This is an optimization exercise on Yosys and OpenROAD, whose aim is small area, a short achievable clock period and few clock cycles per item, not a production implementation. Function was checked by simulation only, so behaviour that the tests miss may differ from the original. No activity file was given, so power comes from the tool's default toggle rates.

Setup of v35:
Design triangle_tangent_calc_unit, start of the top module:
module triangle_tangent_calc_unit (
   input  wire logic                              clock,
   input  wire logic                              reset,
   input  wire logic                              req_valid,
   output logic                                   req_stall,
   input  wire logic signed [ttc_pkg::POS_W-1:0]  req_pos_x,
   input  wire logic signed [ttc_pkg::POS_W-1:0]  req_pos_y,
   input  wire logic signed [ttc_pkg::POS_W-1:0]  req_pos_z,
   input  wire logic signed [ttc_pkg::UV_W-1:0]   req_tex_u,
   input  wire logic signed [ttc_pkg::UV_W-1:0]   req_tex_v,
   output logic                                   rsp_valid,
   input  wire logic                              rsp_stall,
   output logic signed [ttc_pkg::POS_W-1:0]       rsp_tangent_x,
   output logic signed [ttc_pkg::POS_W-1:0]       rsp_tangent_y,
   output logic signed [ttc_pkg::POS_W-1:0]       rsp_tangent_z,
   output logic                                   rsp_degenerate,
   output logic                                   rsp_clipped
);
Settings: LEC_CHECK=0, CAP_MARGIN=20, CELL_PAD_IN_SITES_DETAIL_PLACEMENT=0, CELL_PAD_IN_SITES_GLOBAL_PLACEMENT=0, CORE_MARGIN=2, CORE_UTILIZATION=45, PLACE_DENSITY=0.6, SETUP_SLACK_MARGIN=5, SLEW_MARGIN=20; clock period 11.0 ns.
run.sh (not shown) runs the stock make flow with config.mk's settings and CLKGATE_MAP_FILE= SYNTH_SCRIPT=/design/flow/synth_recipe.tcl, a recipe that flattens the netlist after the stock synthesis.
v35 went all the way through the flow, and no timing, DRC or antenna check failed.
Testbench counts of v35, summed over its fixed seeds: cycles 4,536, items 512.
Input-level comparison between v39 and v35:
==> flow/flow/run.sh (new file) <==
#!/bin/bash
# The standard layout (the standard.sh, unchanged synthesis and steps), with timing
# repair aiming for 6 ns of setup slack at the design's 11 ns clock. make's full output
# goes to layout.log here; each ORFS step also keeps its own log under orfs/logs/.
set -euo pipefail
bash standard.sh SETUP_SLACK_MARGIN=6 finish > layout.log 2>&1
==> flow/standard.sh (new file) <==
#!/bin/bash
# synth_recipe.tcl (not shown) runs the flow's synth.tcl, then flattens the netlist and writes it again
# the make line also repeats each setting of config.mk as NAME=value (left out here)
make -C /OpenROAD-flow-scripts/flow DESIGN_CONFIG=/design/flow/config.mk WORK_HOME=/design/flow/orfs CLKGATE_MAP_FILE= SYNTH_SCRIPT=/design/flow/synth_recipe.tcl "${@:-finish}"
--- a/flow/config.mk
+++ b/flow/config.mk
@@ -12,3 +12,3 @@
-export CORE_UTILIZATION = 45
-export PLACE_DENSITY = 0.6
-export SETUP_SLACK_MARGIN = 5
+export CORE_UTILIZATION = 60
+export CTS_BUF_LIST = sky130_fd_sc_hd__clkbuf_8
+export PLACE_DENSITY = 0.75
removed: flow/run.sh
--- outcome ---
- Compared with v35, v39 shows setup slack higher by 0.89 ns.
- Cmp v35 and v39 / sequential share of layout area / higher: v35
- v39 vs. v35: global placement routability congestion grew by 0.035; routed wire length now larger; data arrival time of the worst path lower.
> inputs changed (v39 -> v25)
--- a/flow/flow/run.sh
+++ b/flow/flow/run.sh
@@ -3 +3 @@
-# repair aiming for 6 ns of setup slack at the design's 11 ns clock. make's full output
+# repair aiming for 7.0 ns of setup slack at the design's 11 ns clock. make's full output
@@ -6 +6 @@
-bash standard.sh SETUP_SLACK_MARGIN=6 finish > layout.log 2>&1
+bash standard.sh SETUP_SLACK_MARGIN=7.0 finish > layout.log 2>&1
--- a/flow/config.mk
+++ b/flow/config.mk
@@ -12,3 +12,2 @@
-export CORE_UTILIZATION = 60
-export CTS_BUF_LIST = sky130_fd_sc_hd__clkbuf_8
-export PLACE_DENSITY = 0.75
+export CORE_UTILIZATION = 45
+export PLACE_DENSITY = 0.6
### Flow results
v25 vs v39: met2 usage in global routing down. Switching part of the total power: higher on v39. v25 reports a lower period utilization than v39 does. v25: PASS, flow complete, no timing, DRC or antenna violations. Diff v39 -> v25: first-pass GRT wire length saw an increase, worst hold slack saw an increase, average detailed-routed wire length per instance up 9.3%. Transition at the pin with the smallest max-transition slack for v25: 0.068 ns up relative to v39. Against v39, v25 comes in 16 points higher on signed area change from the synthesized netlist to the final layout. The higher total via count after detailed routing of v25 and v39 is in v25.
Edits applied to the flow inputs when going from v25 to v10:
--- a/flow/flow/run.sh
+++ b/flow/flow/run.sh
@@ -3 +3 @@
-# repair aiming for 7.0 ns of setup slack at the design's 11 ns clock. make's full output
+# repair aiming for 6 ns of setup slack at the design's 11 ns clock. make's full output
@@ -6 +6 @@
-bash standard.sh SETUP_SLACK_MARGIN=7.0 finish > layout.log 2>&1
+bash standard.sh SETUP_SLACK_MARGIN=6 finish > layout.log 2>&1
--- a/flow/config.mk
+++ b/flow/config.mk
@@ -12,2 +12,3 @@
-export CORE_UTILIZATION = 45
-export PLACE_DENSITY = 0.6
+export CORE_UTILIZATION = 55
+export CTS_BUF_LIST = sky130_fd_sc_hd__clkbuf_8
+export PLACE_DENSITY = 0.7
Notes after the runs:
Compared with v25, v10 improves highest achievable clock rate. On v10: setup slack of the most critical reg-to-reg path is 0.05 ns higher than what v25 gave. Note that the internal cell power recorded for v25 amounts to 1.2 times the value seen in v10.
What v24 does differently from v10 at the input level:
--- a/flow/config.mk
+++ b/flow/config.mk
@@ -13 +13 @@
-export CTS_BUF_LIST = sky130_fd_sc_hd__clkbuf_8
+export CTS_BUF_LIST = sky130_fd_sc_hd__clkbuf_4 sky130_fd_sc_hd__clkbuf_8
[summary]
v24 vs. v10: number of vias per cell roughly the same; layout-stage area growth over the synthesis result higher; sum of routed wire segments on met1 roughly the same. Summary of v24 over v10: fmax has decreased; final critical-path share of the clock period has increased; design area has remained practically unchanged; buffering stage count on the worst path with inverters included has decreased. The via count of v10 and that of v24 are within noise of each other. When v24 is set beside v10, its post-layout minimum cycle time turns out to be 0.022 ns larger. Routed wire length delta (v24 -> v10): insignificant.
### v24 -> v1
--- a/flow/config.mk
+++ b/flow/config.mk
@@ -12,3 +12,3 @@
-export CORE_UTILIZATION = 55
-export CTS_BUF_LIST = sky130_fd_sc_hd__clkbuf_4 sky130_fd_sc_hd__clkbuf_8
-export PLACE_DENSITY = 0.7
+export CORE_UTILIZATION = 50
+export CTS_BUF_LIST = sky130_fd_sc_hd__clkbuf_8
+export PLACE_DENSITY = 0.65
@@ -15,0 +16 @@
+export TNS_END_PERCENT = 100
Notes after the runs:
- Diff v24 -> v1: overall power after layout fell by 2.4 mW, number of CTS-inserted buffers rose by 4, total routed wirelength fell by 1.4%, share of the final layout cell area in sequential cells rose by 0.30 points.
- NOTE: first-iteration DRC count in v1 falls short of that of v24

---

triangle_tangent_calc_unit again, from the RTL that the note above started with.
make LEC_CHECK=0 CAP_MARGIN=20 CELL_PAD_IN_SITES_DETAIL_PLACEMENT=0 CELL_PAD_IN_SITES_GLOBAL_PLACEMENT=0 CORE_MARGIN=2 CORE_UTILIZATION=45 CTS_BUF_LIST=sky130_fd_sc_hd__clkbuf_8 PLACE_DENSITY=0.6 SETUP_SLACK_MARGIN=5 SLEW_MARGIN=20 finish   # period 11.0 ns
Stock flow here: none of the scripts above is used.
The first run finished clean.
Testbench counts at the start, summed over its fixed seeds: cycles 4,536, items 512.
Rerun with:
==> flow/flow/run.sh (new file) <==
#!/bin/bash
# The standard layout (the standard.sh, unchanged synthesis and steps), with timing
# repair aiming for 6 ns of setup slack at the design's 11 ns clock. make's full output
# goes to layout.log here; each ORFS step also keeps its own log under orfs/logs/.
set -euo pipefail
bash standard.sh SETUP_SLACK_MARGIN=6 finish > layout.log 2>&1
==> flow/standard.sh (new file) <==
#!/bin/bash
# synth_recipe.tcl (not shown) runs the flow's synth.tcl, then flattens the netlist and writes it again
# the make line also repeats each setting of config.mk as NAME=value (left out here)
make -C /OpenROAD-flow-scripts/flow DESIGN_CONFIG=/design/flow/config.mk WORK_HOME=/design/flow/orfs CLKGATE_MAP_FILE= SYNTH_SCRIPT=/design/flow/synth_recipe.tcl "${@:-finish}"
--- a/flow/config.mk
+++ b/flow/config.mk
@@ -11,6 +11,4 @@
 export CORE_MARGIN = 2
 export CORE_UTILIZATION = 45
-export CTS_BUF_LIST = sky130_fd_sc_hd__clkbuf_8
 export PLACE_DENSITY = 0.6
-export SETUP_SLACK_MARGIN = 5
 export SLEW_MARGIN = 20
removed: flow/run.sh
Global-route usage came out higher by 0.73 points; wire length increases by 3.9%; synthesized area does not change; maximum frequency climbs by 21%; flip-flop and latch count does not change; cell area climbs by 3.0%; power is higher by 7.8%; register-to-register slack gains 1.1 ns; non-clock buffer count went up by 197; worst hold slack is better by 0.060 ns; worst setup slack improves by 1.1 ns.
Rerun with:
==> flow/flow/run.sh (replaced) <==
#!/bin/bash
# The standard layout (the standard.sh, unchanged synthesis and steps), with timing
# repair aiming for 6.25 ns of setup slack at the design's 11 ns clock. make's full output
# goes to layout.log here; each ORFS step also keeps its own log under orfs/logs/.
set -euo pipefail
bash standard.sh SETUP_SLACK_MARGIN=6.25 finish > layout.log 2>&1
--- a/flow/config.mk
+++ b/flow/config.mk
@@ -11,4 +11,5 @@
 export CORE_MARGIN = 2
 export CORE_UTILIZATION = 45
+export CTS_BUF_LIST = sky130_fd_sc_hd__clkbuf_8
 export PLACE_DENSITY = 0.6
 export SLEW_MARGIN = 20
What happened: Worst setup slack is worse by 0.082 ns; critical path depth rose by 5; sequential share of layout area falls by 0.30 points; cell count goes up by 2.0%; clock skew climbs by 0.048 ns; global-route usage falls by 0.31 points; final area came out higher by 0.84%; power falls by 4.5%; via count goes up by 1.1%; routed wire length stays flat; non-clock buffer count rises by 135.
Rerun with:
==> flow/flow/run.sh (replaced) <==
#!/bin/bash
# The standard layout (the standard.sh, unchanged synthesis and steps), with timing
# repair aiming for 6 ns of setup slack at the design's 11 ns clock. make's full output
# goes to layout.log here; each ORFS step also keeps its own log under orfs/logs/.
set -euo pipefail
bash standard.sh SETUP_SLACK_MARGIN=6 finish > layout.log 2>&1
Effect: Non-clock buffer count goes down by 145; die area stays the same; worst hold slack loses 0.0050 ns; total power goes up by 1.9%; first-iteration DRC count goes down by 3.1%.

re-timing with driven ports:
The results above use ideal ports. As a check the final layouts listed here were re-extracted and re-timed, cells and wires unchanged. Step 1 assumes that a clkbuf_16 drives the clock port and a buf_2 every other input. Step 2 times the ports against the registers' clock, not the clock port: input delays grow and output delays shrink by t, the midpoint of the rising clock arrivals with the driver on. a / b / c = ideal / step 1 / step 2; a / b = the first two.
| run | t (ns) | setup slack, ns | worst hold slack (ns) | pins driven straight from the clock port |
|---|---|---|---|---|
| v35 | 1.008 | 5.071 / 5.071 / 4.311 | 0.391 / 0.391 / 0.391 | 1 |
| v39 | 1.230 | 5.963 / 5.963 / 4.970 | 0.394 / 0.394 / 0.394 | 1 |
| v25 | 1.036 | 5.996 / 5.996 / 5.316 | 0.413 / 0.413 / 0.413 | 1 |
| v10 | 1.209 | 6.043 / 6.043 / 4.968 | 0.414 / 0.414 / 0.414 | 1 |
| v24 | 1.196 | 6.020 / 6.020 / 4.957 | 0.414 / 0.414 / 0.414 | 1 |
| v1 | 1.204 | 6.065 / 6.065 / 4.979 | 0.355 / 0.355 / 0.355 | 1 |
| the first run of note 2 | 1.224 | 4.992 / 4.992 / 4.213 | 0.346 / 0.346 / 0.346 | 1 |
| the second run of note 2 | 1.026 | 6.046 / 6.046 / 5.160 | 0.406 / 0.406 / 0.406 | 1 |
| the third run of note 2 | 1.204 | 5.964 / 5.964 / 5.175 | 0.400 / 0.400 / 0.400 | 1 |
| the fourth run of note 2 | 1.219 | 5.991 / 5.991 / 4.942 | 0.395 / 0.395 / 0.395 | 1 |
After both steps setup and hold are still met in every run listed. The setup slack of v1, which loses most, moves by 0.000 ns with the drivers and by -1.086 ns with both steps.
